Source: an optimization exercise on an open RTL-to-GDS flow (aim: small area, a short achievable clock period and few clock cycles). Production flows keep margins and buffers that such runs may drop.
The RTL was checked by simulation tests, not by an equivalence proof against the original design.
Power is estimated from default activity; no workload was simulated.

==> run P: inputs <==
Design solid_solid_drag_coefficient, start of the top module:
module solid_solid_drag_coefficient (
	input  wire logic        clk,
	input  wire logic        arst_n,
	input  wire logic        psel,
	input  wire logic        penable,
	input  wire logic        pwrite,
	input  wire logic [2:0]  paddr,
	input  wire logic [31:0] pwdata,
	output logic      [31:0] prdata,
	output logic             pready,
	input  wire logic        in_valid,
	output logic             in_ready,
	input  wire logic [15:0] alpha_gas,
	input  wire logic [15:0] alpha_first,
	input  wire logic [15:0] alpha_second,
	input  wire logic [15:0] diameter_first,
	input  wire logic [15:0] diameter_second,
	input  wire logic [15:0] density_first,
	input  wire logic [15:0] density_second,
	input  wire logic [15:0] phase_alpha,
	input  wire logic [15:0] phase_diameter,
	input  wire logic        phase_is_solid,
	input  wire logic        last_phase,
	output logic             out_valid,
	input  wire logic        out_ready,
	output logic      [47:0] drag_coeff,
	output logic             saturated
);
export LEC_CHECK = 0
export CAP_MARGIN = 20
export CORE_MARGIN = 2
export CORE_UTILIZATION = 55
export SETUP_SLACK_MARGIN = 5
export SLEW_MARGIN = 20
create_clock -name core_clock -period 10.0 [get_ports {clk}]
run.sh (not shown) runs the stock make flow with config.mk's settings and CLKGATE_MAP_FILE= SYNTH_SCRIPT=/design/flow/synth_recipe.tcl, a recipe that flattens the netlist after the stock synthesis.
==> run C: changes against run P <==
--- a/flow/design.v
+++ b/flow/design.v
@@ -33,93 +33,86 @@
 			restitution_q <= 16'd58982;
 			friction_q <= 16'd0;
 		end else if (wr) begin
 			if (paddr[2]) friction_q <= pwdata[15:0];
 			else restitution_q <= pwdata[15:0];
 		end
 	end
-	logic sel_q;
-	always_ff @(posedge clk) sel_q <= paddr[2];
-	assign prdata = sel_q ? {16'd0, friction_q} : {16'd0, restitution_q};
+	logic [15:0] rd_q;
+	always_ff @(posedge clk) rd_q <= paddr[2] ? friction_q : restitution_q;
+	assign prdata = {16'd0, rd_q};
 endmodule
 `default_nettype wire
 `default_nettype none
 module ssdc_unit (
 	input  wire logic         clk,
 	input  wire logic         arst_n,
 	input  wire logic         start,
-	input  wire logic [96:0]  r0,        
-	input  wire logic [47:0]  l0,        
+	input  wire logic [95:0]  r0,        
+	input  wire logic [48:0]  l0,        
 	input  wire logic         sat0,      
 	input  wire logic [96:0]  dvs_in,    
 	input  wire logic         out_ready,
 	output logic              busy,
 	output logic              out_valid,
 	output logic [47:0]       drag,
 	output logic              sat
 );
-	logic        first_q;
 	logic [5:0]  cnt_q;
 	logic [96:0] r_q;
-	logic [47:0] l_q;
+	logic [48:0] l_q;
+	logic        sat_q;
 	logic [96:0] dvs;
 	logic [97:0] rp;
 	logic [98:0] diff;
 	logic        ge;
-	assign rp = first_q ? {1'b0, r_q} : {r_q, l_q[47]};
+	logic        fin;
+	logic        satf;
+	assign rp = {r_q, l_q[48]};
 	assign diff = {1'b0, rp} - {2'b0, dvs};
 	assign ge = ~diff[98];
+	assign fin = (cnt_q == 6'd48);
+	assign satf = sat_q | l_q[47];       
 	always_ff @(posedge clk or negedge arst_n) begin
 		if (!arst_n) begin
 			busy <= 1'b0;
 			out_valid <= 1'b0;
-			first_q <= 1'b0;
 			cnt_q <= '0;
 		end else begin
 			if (out_valid & out_ready) out_valid <= 1'b0;
 			if (start) begin
 				busy <= 1'b1;
-				first_q <= 1'b1;
 				cnt_q <= '0;
 			end else if (busy) begin
-				if (first_q) begin
-					first_q <= 1'b0;
-					if (sat | ge) begin
-						busy <= 1'b0;
-						out_valid <= 1'b1;
-					end
-				end else begin
-					cnt_q <= cnt_q + 1'b1;
-					if (cnt_q == 6'd47) begin
-						busy <= 1'b0;
-						out_valid <= 1'b1;
-					end
+				cnt_q <= cnt_q + 1'b1;
+				if (fin) begin
+					busy <= 1'b0;
+					out_valid <= 1'b1;
 				end
 			end
 		end
 	end
 	always_ff @(posedge clk) begin
 		if (start) begin
-			r_q <= r0;
+			r_q <= {1'b0, r0};
 			l_q <= l0;
-			sat <= sat0;
+			sat_q <= sat0;
 			dvs <= dvs_in;
 		end else if (busy) begin
-			if (first_q) begin
-				if (sat | ge) begin
-					sat <= 1'b1;
-					l_q <= '1;
-				end
+			r_q <= ge ? diff[96:0] : rp[96:0];
+			if (fin) begin
+				sat_q <= satf;
+				l_q <= satf ? '1 : {l_q[47:0], ge};
 			end else begin
-				r_q <= ge ? diff[96:0] : rp[96:0];
-				l_q <= {l_q[46:0], ge};
+				l_q <= {l_q[47:0], ge};
 			end
 		end
 	end
-	assign drag = l_q;
+	assign drag = l_q[47:0];
+	assign sat = sat_q;
 endmodule
 module ssdc_csa #(parameter int W = 82) (
 	input  wire logic [W-1:0] a,
 	input  wire logic [W-1:0] b,
 	input  wire logic [W-1:0] c,
 	output logic      [W-1:0] s,
 	output logic      [W-1:0] co
@@ -261,16 +254,17 @@
 	logic        s_done;           
 	logic [17:0] pr4;
 	logic [18:0] pt1, pt2, pt3;
 	logic [1:0]  pqd;
 	logic [15:0] prn;
 	logic [40:0] sum_next;
 	logic [15:0] ag_f, a1_f, a2_f, d1_f, d2_f, r1_f, r2_f;
-	assign in_ready = (pu_q == PU_IDLE);
-	assign accept = in_valid & in_ready;
+	logic        rdy_q;
+	assign in_ready = rdy_q;
+	assign accept = in_valid & rdy_q;
 	assign pr4 = {prem_q, pdq_q[31:30]};
 	assign pt1 = {1'b0, pr4} - {3'b0, pdv_q};
 	assign pt2 = {1'b0, pr4} - {2'b0, pdv_q, 1'b0};
 	assign pt3 = {1'b0, pr4} - {1'b0, p3d_q};
 	always_comb begin
 		if (~pt3[18]) begin
 			pqd = 2'd3; prn = pt3[15:0];
@@ -279,14 +273,34 @@
 		end else if (~pt1[18]) begin
 			pqd = 2'd1; prn = pt1[15:0];
 		end else begin
 			pqd = 2'd0; prn = pr4[15:0];
 		end
 	end
 	assign sum_next = {1'b0, sum_q} + {9'd0, pdq_q};
+	logic [1:0]  pu_n;
+	always_comb begin
+		pu_n = pu_q;
+		unique case (pu_q)
+			PU_IDLE: begin
+				if (accept) begin
+					if (phase_is_solid & (phase_diameter != 16'd0)) pu_n = PU_DIV;
+					else if (last_phase) pu_n = PU_FIN;
+				end
+			end
+			PU_DIV:  if (pcnt_q == 5'd16) pu_n = PU_ACC;
+			PU_ACC:  pu_n = plast_q ? PU_FIN : PU_IDLE;
+			PU_FIN:  if (s_done) pu_n = PU_IDLE;
+			default: pu_n = PU_IDLE;
+		endcase
+	end
+	always_ff @(posedge clk or negedge arst_n) begin
+		if (!arst_n) rdy_q <= 1'b1;
+		else rdy_q <= (pu_n == PU_IDLE);
+	end
 	always_ff @(posedge clk or negedge arst_n) begin
 		if (!arst_n) begin
 			pu_q <= PU_IDLE;
 			sum_q <= '0;
 			fault_q <= 1'b0;
 			plast_q <= 1'b0;
 			pcnt_q <= '0;
@@ -374,46 +388,70 @@
 	logic        u_dst, u_acc, u_sh, xvalid, last_word, u_first;
 	logic [2:0]  u_src;
 	logic [1:0]  pidx, tidx, u_waddr;
 	logic [3:0]  u_z;
 	logic [63:0] prd, trd, xr, xw, yw;
 	logic [31:0] hi_q;
 	logic [16:0] zv;
+	logic        c_dst, c_sh, c_acc;
+	logic [1:0]  c_dbase, c_len, c_sbase;
+	logic [2:0]  c_slen;
+	logic [3:0]  c_z;
+	logic [4:0]  u_nx;
+	logic        adv;
+	assign u_nx = u_q + 1'b1;
 	ssdc_dec u_dec (
-		.u(u_n), .dst(n_dst), .dbase(n_dbase), .len(n_len), .src(n_src), .sbase(n_sbase),
+		.u(u_nx), .dst(n_dst), .dbase(n_dbase), .len(n_len), .src(n_src), .sbase(n_sbase),
 		.slen(n_slen), .sh(n_sh), .acc(n_acc), .z(n_z)
 	);
+	assign adv = issue & last_word;
 	always_comb begin
 		u_n = u_q;
 		i_n = i_q;
 		if (mu_take) begin
 			u_n = '0;
 			i_n = '0;
 		end else if (issue) begin
 			if (last_word) begin
-				u_n = u_q + 1'b1;
+				u_n = u_nx;
 				i_n = '0;
 			end else begin
 				i_n = i_q + 1'b1;
 			end
 		end
 	end
 	always_ff @(posedge clk) begin
-		u_dst <= n_dst;
-		u_acc <= n_acc;
-		u_sh <= n_sh;
-		u_src <= n_src;
-		u_z <= n_z;
-		xvalid <= ({1'b0, i_n} < n_slen);
-		last_word <= (i_n == n_len);
-		u_first <= (i_n == 2'd0);
-		pidx <= (n_src == ssdc_pkg::S_P) ? (n_sbase + i_n) : (n_dbase + i_n);
-		tidx <= (n_src == ssdc_pkg::S_T) ? (n_sbase + i_n) : (n_dbase + i_n);
-		u_waddr <= n_dbase + i_n;
+		if (mu_take) begin
+			c_dst <= 1'b1; c_dbase <= 2'd0; c_len <= 2'd0; u_src <= ssdc_pkg::S_S;
+			c_sbase <= 2'd0; c_slen <= 3'd1; u_sh <= 1'b0; u_acc <= 1'b0; u_z <= ssdc_pkg::Z_3;
+			xvalid <= 1'b1;
+			last_word <= 1'b1;
+			u_first <= 1'b1;
+			pidx <= 2'd0;
+			tidx <= 2'd0;
+			u_waddr <= 2'd0;
+		end else if (adv) begin
+			c_dst <= n_dst; c_dbase <= n_dbase; c_len <= n_len; u_src <= n_src;
+			c_sbase <= n_sbase; c_slen <= n_slen; u_sh <= n_sh; u_acc <= n_acc; u_z <= n_z;
+			xvalid <= 1'b1;
+			last_word <= (n_len == 2'd0);
+			u_first <= 1'b1;
+			pidx <= (n_src == ssdc_pkg::S_P) ? n_sbase : n_dbase;
+			tidx <= (n_src == ssdc_pkg::S_T) ? n_sbase : n_dbase;
+			u_waddr <= n_dbase;
+		end else if (issue) begin
+			xvalid <= ({1'b0, i_q} + 3'd1 < c_slen);
+			last_word <= (i_q + 2'd1 == c_len);
+			u_first <= 1'b0;
+			pidx <= pidx + 1'b1;
+			tidx <= tidx + 1'b1;
+			u_waddr <= u_waddr + 1'b1;
+		end
 	end
+	assign u_dst = c_dst;
 	assign prd = p_q[pidx];
 	assign trd = t_q[tidx];
 	always_comb begin
 		unique case (u_src)
 			ssdc_pkg::S_P:  xr = prd;
 			ssdc_pkg::S_T:  xr = trd;
 			ssdc_pkg::S_S:  xr = {24'd0, sum_q};
@@ -527,15 +565,17 @@
 		cin_q <= wsum[81:64];
 		if (issue & (u_q == 5'd18) & u_first) begin
 			dnx_q <= {p_q[3][32:0], p_q[2]};
 			dsat_q <= kf_q;
 		end
 	end
 	ssdc_mac u_mac (.x(x1_q), .z(z1_q), .y(y1_q), .ps(ps), .pc(pc));
-	assign wsum = s2_q + c2_q + {64'd0, (f2_q ? 18'd0 : cin_q)};
+	logic [81:0] ws, wc;
+	ssdc_csa u_wb (.a(s2_q), .b(c2_q), .c({64'd0, (f2_q ? 18'd0 : cin_q)}), .s(ws), .co(wc));
+	assign wsum = ws + wc;
 	genvar gw;
 	generate
 		for (gw = 0; gw < 4; gw++) begin : g_p
 			always_ff @(posedge clk) begin
 				if (v2_q & ~w2_q & (a2_q == gw)) p_q[gw] <= wsum[63:0];
 			end
 		end
@@ -545,14 +585,14 @@
 			end
 		end
 	endgenerate
 	logic [255:0] mv;
 	assign mv = {wsum[63:0], p_q[2], p_q[1], p_q[0]};
 	ssdc_unit u_div (
 		.clk(clk), .arst_n(arst_n), .start(ml2_q),
-		.r0(mv[218:122]), .l0(mv[121:74]), .sat0(dsat_q | (|mv[255:219])),
+		.r0(mv[218:123]), .l0(mv[122:74]), .sat0(dsat_q | (|mv[255:219])),
 		.dvs_in(dnx_q), .out_ready(out_ready),
 		.busy(dv_busy), .out_valid(dv_valid), .drag(drag_coeff), .sat(saturated)
 	);
 	assign out_valid = dv_valid;
 endmodule
 `default_nettype wire
==> results.txt <==
Multi-input combinational gate total: run C 6428; run P 6425
Post-synthesis sequential element count: run C 1621; run P 1598
Clock buffers created by TritonCTS: run C 172; run P 173
Status: run C no timing/DRC/antenna violations; run P no timing/DRC/antenna violations
Post-synth cell types: run C 95; run P 103
Depth of the worst register-to-register path: run C 19; run P 17
Clock network area share: run C 0.0482; run P 0.0482
Final Critical Period: run C 5.34 ns; run P 5.39 ns
Buffers and inverters on the worst path: run C 4; run P 2
Leakage: run C 49.1 nW; run P 49.2 nW
Combined area of the multi-input logic cells: run C 56600 sq um; run P 57900 sq um
End-of-flow core utilization: run C 0.613; run P 0.622
Area of the core: run C 193000 sq um; run P 193000 sq um
Compound-gate portion of the synthesized area: run C 0.111; run P 0.101
Pin count of the biggest net entering global routing: run C 97; run P 105
Amount of wire on met3 after detailed routing: run C 24.9 mm; run P 23.5 mm
Adder and majority cell fraction of the synthesized area: run C 0.244; run P 0.244
Routed metal-1 wire length: run C 140 mm; run P 137 mm
GR Layer Usage met2: run C 0.513; run P 0.504
Synth async-reset ratio: run C 0.0635; run P 0.0645
Clock buffers: run C 236; run P 220
Testbench counts of run P, summed over its fixed seeds: cycles 19,366.
Testbench counts of run C, summed over its fixed seeds: cycles 19,370.

## port drivers added, routing unchanged
No port has a modelled driver above. Below, the same layouts with a new extraction and two added sets of constraints.
Step 1 assumes that a clkbuf_16 drives the clock port and a buf_2 every other input.
Step 2 moves the port delays by t, midway between the first and last clock arrival at a register: inputs arrive t later, outputs are due t later. That takes back most of the time a late clock gives input paths.
Three values: ideal, step 1, step 2; two values: the first two.
| run | t (ns) | setup WS [ns] | worst setup path after step 2 | pins driven straight from the clock port |
|---|---|---|---|---|
| run P | 0.909 | 4.606 / 4.606 / 4.606 | register to register | 1 |
| run C | 0.919 | 4.663 / 4.663 / 4.607 | input to register | 1 |
After both steps every run listed still meets setup and hold. The setup slack of run C, which loses most, moves by 0.000 ns with the drivers and by -0.056 ns with both steps.
